What follows belongs to an exercise in optimizing a design on an open flow for small area, a short achievable clock period and few clock cycles; a production flow would make more cautious choices. Function was checked by simulation only, so behaviour that the tests miss may differ from the original. Power is estimated from default activity; no workload was simulated.

Setup of harbor:
Design hwcnn_top, start of the top module:
module hwcnn_top (
	input  logic                        clk,
	input  logic                        arst_n,
	input  logic                        apb_psel,
	input  logic                        apb_penable,
	input  logic                        apb_pwrite,
	input  logic [12-1:0]    apb_paddr,
	input  logic [32-1:0]    apb_pwdata,
	output logic                        apb_pready,
	output logic [32-1:0]    apb_prdata,
	output logic                        apb_pslverr,
	input  logic [32-1:0]    instruct,
	input  logic                        inst_empty,
	output logic                        inst_req,
	output logic                        busy
);
Size: ~5900 cells after synthesis, roughly 2100 flip-flops, about 120 I/O pins, roughly 99000 um^2 of cells after synthesis.
==> flow/config.mk <==
export PLATFORM = sky130hd
export DESIGN_NAME = hwcnn_top
export DESIGN_NICKNAME = hwcnn_top
export VERILOG_FILES = /design/flow/design.v
export SDC_FILE = /design/flow/constraint.sdc
export NUM_CORES = 4
export LEC_CHECK = 0
export ABC_CLOCK_PERIOD_IN_PS = 2600
export CAP_MARGIN = 20
export CORE_MARGIN = 2
export CORE_UTILIZATION = 65
export CTS_CLUSTER_DIAMETER = 100
export CTS_CLUSTER_SIZE = 20
export SETUP_SLACK_MARGIN = 4.4
export SLEW_MARGIN = 20
==> flow/constraint.sdc <==
create_clock -name core_clock -period 7.0 [get_ports {clk}]
set_input_delay 1.4000 -clock core_clock [delete_from_list [all_inputs] [get_ports {clk}]]
set_output_delay 1.4000 -clock core_clock [all_outputs]
set_load 0.01 [all_outputs]
run.sh (not shown) runs the stock make flow with config.mk's settings and CLKGATE_MAP_FILE= SYNTH_SCRIPT=/design/flow/synth_recipe.tcl, a recipe that flattens the netlist after the stock synthesis.
Testbench counts of harbor, summed over its fixed seeds: cycles 23,633.
Input-level comparison between amber and harbor:
--- a/flow/config.mk
+++ b/flow/config.mk
@@ -11,5 +11,5 @@
 export CORE_UTILIZATION = 65
 export CTS_CLUSTER_DIAMETER = 100
-export CTS_CLUSTER_SIZE = 20
+export CTS_CLUSTER_SIZE = 25
 export SETUP_SLACK_MARGIN = 4.4
 export SLEW_MARGIN = 20
--- outcome ---
In amber relative to harbor, post-route non-filler standard cell count had gone down slightly.
Total power in amber is 1.5% lower than in harbor
amber vs harbor: clock network power consumption down by a little under 10%
Compared with harbor, amber shows multi-input combinational area share higher by 0.31 points.
Modified inputs, willow compared to amber
--- a/flow/config.mk
+++ b/flow/config.mk
@@ -6,10 +6,10 @@
 export NUM_CORES = 4
 export LEC_CHECK = 0
-export ABC_CLOCK_PERIOD_IN_PS = 2600
+export ABC_CLOCK_PERIOD_IN_PS = 2500
 export CAP_MARGIN = 20
 export CORE_MARGIN = 2
-export CORE_UTILIZATION = 65
+export CORE_UTILIZATION = 60
 export CTS_CLUSTER_DIAMETER = 100
-export CTS_CLUSTER_SIZE = 25
-export SETUP_SLACK_MARGIN = 4.4
+export CTS_CLUSTER_SIZE = 20
+export SETUP_SLACK_MARGIN = 4.5
 export SLEW_MARGIN = 20
Findings:
Min count of cells resized by post-cts repair across amber and willow: amber
willow -> amber: sequential cell count delta 0, exact match
[compare] base=amber new=willow: via count normalized by instance count went down by 0.19; maximum frequency -1.0%.
apb_prdata[29] as the worst setup path endpoint was reported by amber, and apb_prdata[24] by willow.
On area overhead of the layout relative to synthesis: between amber and willow, it ends up higher for willow.
The estimated power of willow ends up higher than the estimate for amber.
Compared with amber, willow shows a higher power in combinational cells.
Comparing amber and willow, the higher cell area after placement is on willow.
Modified inputs, umber compared to willow
--- a/flow/config.mk
+++ b/flow/config.mk
@@ -6,5 +6,5 @@
 export NUM_CORES = 4
 export LEC_CHECK = 0
-export ABC_CLOCK_PERIOD_IN_PS = 2500
+export ABC_CLOCK_PERIOD_IN_PS = 2600
 export CAP_MARGIN = 20
 export CORE_MARGIN = 2
@@ -12,4 +12,4 @@
 export CTS_CLUSTER_DIAMETER = 100
 export CTS_CLUSTER_SIZE = 20
-export SETUP_SLACK_MARGIN = 4.5
+export SETUP_SLACK_MARGIN = 4.4
 export SLEW_MARGIN = 20
Notes after the runs:
- umber vs. willow: count of vias placed by the detailed router lower; final cell count roughly the same; share of the clock period used by the worst path after layout higher.

separate check: timing with driven ports:
No port has a modelled driver above. Below, the same layouts with a new extraction and two added sets of constraints.
Step 1, drivers: a clkbuf_16 drives clk and a buf_2 each remaining input, both assumed.
Step 2, shift: input delay + t, output delay - t, t = (earliest + latest rising clock arrival at the registers) / 2. This alone moves slack from input paths to output paths.
Slacks: ideal / step 1 / step 2; pairs: ideal / step 1.
run | t (ns) | setup WS [ns] | latest minus earliest clock arrival (ns) | cell pins on the clock port's net
harbor | 0.851 | 4.170 / 4.090 / 3.389 | 0.078 / 0.077 | 1
amber | 0.841 | 4.208 / 4.115 / 3.401 | 0.051 / 0.051 | 1
willow | 0.891 | 4.179 / 4.090 / 3.403 | 0.041 / 0.041 | 1
umber | 0.858 | 4.168 / 4.076 / 3.405 | 0.081 / 0.080 | 1
After both steps setup and hold are still met in every run listed. The setup slack of amber, which loses most, moves by -0.093 ns with the drivers and by -0.807 ns with both steps.
